Context: an optimization exercise on an open-source flow, tuned for small area and a short achievable clock period. The choices shown serve that exercise and are no tape-out recipe.

==> inputs of trial 51 <==
// nn_mac_engine
module nn_mac_engine #(
  parameter int unsigned DW      = 8,
  parameter int unsigned N_LANES = 4,
  parameter int unsigned ACC_W   = 24,
  parameter int unsigned LEN_W   = 8,
  parameter int unsigned SH_W    = 5
) (
  input  logic                    clk,
  input  logic                    rst,
  input  logic                    start,
  input  logic [LEN_W-1:0]        len,
  input  logic [SH_W-1:0]         shift,
  input  logic                    relu_en,
  input  logic [N_LANES*DW-1:0]   in_a,
  input  logic [N_LANES*DW-1:0]   in_b,
  input  logic                    in_valid,
  output logic                    in_ready,
  output logic [DW-1:0]           out_data,
  output logic                    out_valid,
  input  logic                    out_ready,
  output logic                    busy,
  output logic                    done
);
  localparam int unsigned SUM_W = 26;
  logic             agg;
  logic             beat;
  ...
export LEC_CHECK = 0
export ABC_CLOCK_PERIOD_IN_PS = 3500
export CAP_MARGIN = 20
export CORE_MARGIN = 2
export CORE_UTILIZATION = 40
export PLACE_DENSITY = 0.6
export SETUP_SLACK_MARGIN = 3.8
export SLEW_MARGIN = 20
export SYNTH_HIERARCHICAL = 1
create_clock -name core_clock -period 7.5 [get_ports {clk}]
standard.sh (not shown) runs the stock make flow with config.mk's settings and CLKGATE_MAP_FILE= SYNTH_SCRIPT=/design/flow/synth_recipe.tcl, a recipe that flattens the netlist after the stock synthesis.
==> flow/flow/run.sh <==
#!/bin/bash
# Layout flow: the standard layout (standard.sh, unchanged synthesis), except that the
# buffers ORFS puts on the ports are the smallest plain buffer, buf_1, instead of the default
# delay-style buffer; the resizer may still size them up where timing needs it.
set -euo pipefail
bash standard.sh BUFFER_PORTS_ARGS="-buffer_cell sky130_fd_sc_hd__buf_1" finish > standard.log 2>&1
==> inputs of trial 5, as changes to trial 51 <==
--- a/flow/design.v
+++ b/flow/design.v
@@ -17,15 +17,16 @@
   output logic                    in_ready,
   output logic [DW-1:0]           out_data,
   output logic                    out_valid,
   input  logic                    out_ready,
   output logic                    busy,
   output logic                    done
 );
-  localparam int unsigned SUM_W = 26;
+  localparam int unsigned SUM_W = 25;
+  localparam int unsigned NOV   = SUM_W - 8;
   logic             agg;
   logic             beat;
   logic             last;
   logic [LEN_W-1:0] cnt;
   logic [SH_W-1:0]  sh;
   logic             relu;
   logic signed [SUM_W-1:0] acc;
@@ -838,15 +839,14 @@
   wire yi513 = ~acc_fb[18];
   wire yi514 = ~acc_fb[19];
   wire yi515 = ~acc_fb[20];
   wire yi516 = ~acc_fb[21];
   wire yi517 = ~acc_fb[22];
   wire yi518 = ~acc_fb[23];
   wire yi519 = ~acc_fb[24];
-  wire yi520 = ~acc_fb[25];
   logic q0;
   logic q1;
   logic q2;
   logic q3;
   logic q4;
   logic q5;
   logic q6;
@@ -976,31 +976,31 @@
       q62 <= xc384;
       q63 <= xs391;
       q64 <= xc392;
       q65 <= xs393;
       q66 <= xc394;
   end
   assign acc_fb = acc;
-  assign row_a = {acc_fb[24], acc_fb[23], acc_fb[22], acc_fb[21], acc_fb[20], acc_fb[19], acc_fb[18], yi513, ys511, ys509, ys505, ys499, yc484, yc474, ys471, yc450, yc440, yc430, ys427, yc412, ys409, ys403, yc400, yc398, yc396, acc_fb[0]};
-  assign row_b = {yi520, yi519, yi518, yi517, yi516, yi515, yi514, yc512, yc510, yc506, yc500, yc492, ys491, ys483, ys473, ys461, ys449, ys439, ys429, ys419, ys411, ys405, ys401, ys399, ys397, ys395};
+  assign row_a = {acc_fb[23], acc_fb[22], acc_fb[21], acc_fb[20], acc_fb[19], acc_fb[18], yi513, ys511, ys509, ys505, ys499, yc484, yc474, ys471, yc450, yc440, yc430, ys427, yc412, ys409, ys403, yc400, yc398, yc396, acc_fb[0]};
+  assign row_b = {yi519, yi518, yi517, yi516, yi515, yi514, yc512, yc510, yc506, yc500, yc492, ys491, ys483, ys473, ys461, ys449, ys439, ys429, ys419, ys411, ys405, ys401, ys399, ys397, ys395};
   always_ff @(posedge clk) begin
     acc <= busy ? (row_a + row_b) : '0;
   end
   logic             sgn;
   logic             ovf;
-  logic [17:0]      dif;           
-  logic [17:0]      thr;           
+  logic [NOV-1:0]   dif;           
+  logic [NOV-1:0]   thr;           
   logic [3:0]       sh_hi, sh_md;  
   logic [37:0]      ext;           
   logic [13:0]      sel_hi;        
   logic [7:0]       sel_md;        
   logic [6:0]       low;           
   always_comb begin
     sgn = acc[SUM_W-1];
-    for (int k = 0; k < 18; k++) begin
+    for (int k = 0; k < NOV; k++) begin
       dif[k] = acc[k + 7] ^ sgn;
       thr[k] = (sh <= SH_W'(k));
     end
     ovf = |(dif & thr);
     for (int m = 0; m < 4; m++) begin
       sh_hi[m] = (sh[4:3] == 2'(m));
       sh_md[m] = (sh[2:1] == 2'(m));
- ABC_CLOCK_PERIOD_IN_PS: 3500 -> 4000
- SETUP_SLACK_MARGIN: 3.8 -> 3.5
==> inputs of build 83, as changes to trial 51 <==
--- a/flow/design.v
+++ b/flow/design.v
@@ -17,15 +17,16 @@
   output logic                    in_ready,
   output logic [DW-1:0]           out_data,
   output logic                    out_valid,
   input  logic                    out_ready,
   output logic                    busy,
   output logic                    done
 );
-  localparam int unsigned SUM_W = 26;
+  localparam int unsigned SUM_W = 25;
+  localparam int unsigned NOV   = SUM_W - 8;
   logic             agg;
   logic             beat;
   logic             last;
   logic [LEN_W-1:0] cnt;
   logic [SH_W-1:0]  sh;
   logic             relu;
   logic signed [SUM_W-1:0] acc;
@@ -838,15 +839,14 @@
   wire yi513 = ~acc_fb[18];
   wire yi514 = ~acc_fb[19];
   wire yi515 = ~acc_fb[20];
   wire yi516 = ~acc_fb[21];
   wire yi517 = ~acc_fb[22];
   wire yi518 = ~acc_fb[23];
   wire yi519 = ~acc_fb[24];
-  wire yi520 = ~acc_fb[25];
   logic q0;
   logic q1;
   logic q2;
   logic q3;
   logic q4;
   logic q5;
   logic q6;
@@ -976,35 +976,35 @@
       q62 <= xc384;
       q63 <= xs391;
       q64 <= xc392;
       q65 <= xs393;
       q66 <= xc394;
   end
   assign acc_fb = acc;
-  assign row_a = {acc_fb[24], acc_fb[23], acc_fb[22], acc_fb[21], acc_fb[20], acc_fb[19], acc_fb[18], yi513, ys511, ys509, ys505, ys499, yc484, yc474, ys471, yc450, yc440, yc430, ys427, yc412, ys409, ys403, yc400, yc398, yc396, acc_fb[0]};
-  assign row_b = {yi520, yi519, yi518, yi517, yi516, yi515, yi514, yc512, yc510, yc506, yc500, yc492, ys491, ys483, ys473, ys461, ys449, ys439, ys429, ys419, ys411, ys405, ys401, ys399, ys397, ys395};
+  assign row_a = {acc_fb[23], acc_fb[22], acc_fb[21], acc_fb[20], acc_fb[19], acc_fb[18], yi513, ys511, ys509, ys505, ys499, yc484, yc474, ys471, yc450, yc440, yc430, ys427, yc412, ys409, ys403, yc400, yc398, yc396, acc_fb[0]};
+  assign row_b = {yi519, yi518, yi517, yi516, yi515, yi514, yc512, yc510, yc506, yc500, yc492, ys491, ys483, ys473, ys461, ys449, ys439, ys429, ys419, ys411, ys405, ys401, ys399, ys397, ys395};
   always_ff @(posedge clk) begin
     acc <= busy ? (row_a + row_b) : '0;
   end
   logic             sgn;
-  logic             ovf;
-  logic [17:0]      dif;           
-  logic [17:0]      thr;           
+  logic             ovf_p;         
+  logic             ovf_n;         
+  logic [NOV-1:0]   thr;           
   logic [3:0]       sh_hi, sh_md;  
   logic [37:0]      ext;           
   logic [13:0]      sel_hi;        
   logic [7:0]       sel_md;        
   logic [6:0]       low;           
   always_comb begin
     sgn = acc[SUM_W-1];
-    for (int k = 0; k < 18; k++) begin
-      dif[k] = acc[k + 7] ^ sgn;
+    for (int k = 0; k < NOV; k++) begin
       thr[k] = (sh <= SH_W'(k));
     end
-    ovf = |(dif & thr);
+    ovf_p = |(acc[SUM_W-2:7] & thr);
+    ovf_n = |(~acc[SUM_W-2:7] & thr);
     for (int m = 0; m < 4; m++) begin
       sh_hi[m] = (sh[4:3] == 2'(m));
       sh_md[m] = (sh[2:1] == 2'(m));
     end
     ext = {{(38 - SUM_W){sgn}}, acc};
     for (int y = 0; y < 14; y++) begin
       sel_hi[y] = (sh_hi[0] & ext[y]) | (sh_hi[1] & ext[y + 8]) |
@@ -1015,15 +1015,15 @@
                   (sh_md[2] & sel_hi[z + 4]) | (sh_md[3] & sel_hi[z + 6]);
     end
     for (int i = 0; i < 7; i++) begin
       low[i] = sh[0] ? sel_md[i + 1] : sel_md[i];
     end
     out_data[7] = sgn & ~relu;
     for (int i = 0; i < 7; i++) begin
-      out_data[i] = ~(relu & sgn) & (ovf ? ~sgn : low[i]);
+      out_data[i] = sgn ? (~relu & ~ovf_n & low[i]) : (ovf_p | low[i]);
     end
   end
 endmodule
 module nn_fa (
   input  logic a,
   input  logic b,
   input  logic ci,
- ABC_CLOCK_PERIOD_IN_PS: 3500 -> 4000
- SETUP_SLACK_MARGIN: 3.8 -> 3.5
==> flow_summary_export.csv <==
group,metric,value,unit
outcome,status,"timing/DRC/antenna clean",
worst_setup_path,r2r_start,"q42",
floorplan,die_w,176,um
placement,dpl.cell_count,1518,
final_layout,fin_area,14600,sq um
grt,grtUsageMet3,3.55,%
worst_setup_path,startpoint,"in_valid",
final_layout,num-nonclk-inverters,27,
final_layout,layout_common_cells,"fa_2 (162), and2_1 (142), and2_4 (103), dfxtp_1 (91), buf_1 (87)",
final_layout,layout.cells.most_common,"fa_2",
synth,synth-adder-area-share,45.2,%
worst_setup_path,r2r-end,"acc[22]",
grt,grt_use_met1,29.7,%
worst_setup_path,worstPathArrival,4220,ps
worst_setup_path,path_buf_inv,1,
timing,worstMarginPinSlew,643,ps
[end of results for trial 51]
==> flow_summary_export.csv <==
group,metric,value,unit
outcome,status,"timing/DRC/antenna clean",
timing,worstMarginPinSlew,512,ps
floorplan,die_w,177,um
grt,grt_use_met1,30.4,%
worst_setup_path,startpoint,"in_valid",
grt,grtUsageMet3,2.60,%
worst_setup_path,path_buf_inv,1,
worst_setup_path,r2r_start,"q44",
final_layout,num-nonclk-inverters,29,
final_layout,fin_area,13800,sq um
final_layout,layout_common_cells,"and2_1 (193), fa_1 (163), dfxtp_1 (91), nand2_1 (87), buf_1 (86)",
[end of results for build 83]
==> flow_summary_export.csv <==
group,metric,value,unit
final_layout,layout_common_cells,"and2_1 (191), fa_1 (163), nand2_1 (93), dfxtp_1 (91), buf_1 (86)",
outcome,status,"timing/DRC/antenna clean",
timing,worstMarginPinSlew,910,ps
worst_setup_path,worstPathArrival,2590,ps
floorplan,die_w,177,um
placement,dpl.cell_count,1552,
grt,grt_use_met1,30.5,%
worst_setup_path,path_buf_inv,2,
final_layout,fin_area,13700,sq um
final_layout,layout.cells.most_common,"and2_1",
synth,synth.net_count,1469,
grt,grtUsageMet3,3.97,%
worst_setup_path,r2r_start,"q42",
worst_setup_path,r2r-end,"acc[24]",
synth,synth-adder-area-share,44.6,%
worst_setup_path,startpoint,"acc[24]",
[end of results for trial 5]
No run of this note included a check of the RTL's function; only the layout flow was run.

-- afterwards: timing with drivers on the ports --
Ports are ideal in the flow. The routed layouts listed here were re-timed in OpenROAD.
Step 1, drivers: a clkbuf_16 drives clk and a buf_2 each remaining input, both assumed.
Step 2 also shifts input and output timing later by t, the mid clock arrival at the registers, as if the neighbouring blocks saw the same clock.
Slacks: ideal ports / drivers / drivers and shift; pairs: ideal ports / drivers.
| run | t (ns) | slack for setup (ns) | hold WS [ns] | latest minus earliest clock arrival (ns) | slew at the worst register clock pin (ns) |
|---|---|---|---|---|---|
| trial 51 | 0.400 | 3.518 / 3.472 / 3.112 | 0.560 / 0.560 / 0.560 | 0.015 / 0.015 | 0.09 / 0.09 |
| trial 5 | 0.395 | 3.413 / 3.367 / 3.147 | 0.562 / 0.562 / 0.562 | 0.013 / 0.013 | 0.08 / 0.08 |
| build 83 | 0.404 | 3.535 / 3.503 / 3.126 | 0.563 / 0.563 / 0.563 | 0.009 / 0.009 | 0.08 / 0.08 |
After both steps every run listed still meets setup and hold. The setup slack of build 83, which loses most, moves by -0.032 ns with the drivers and by -0.409 ns with both steps.
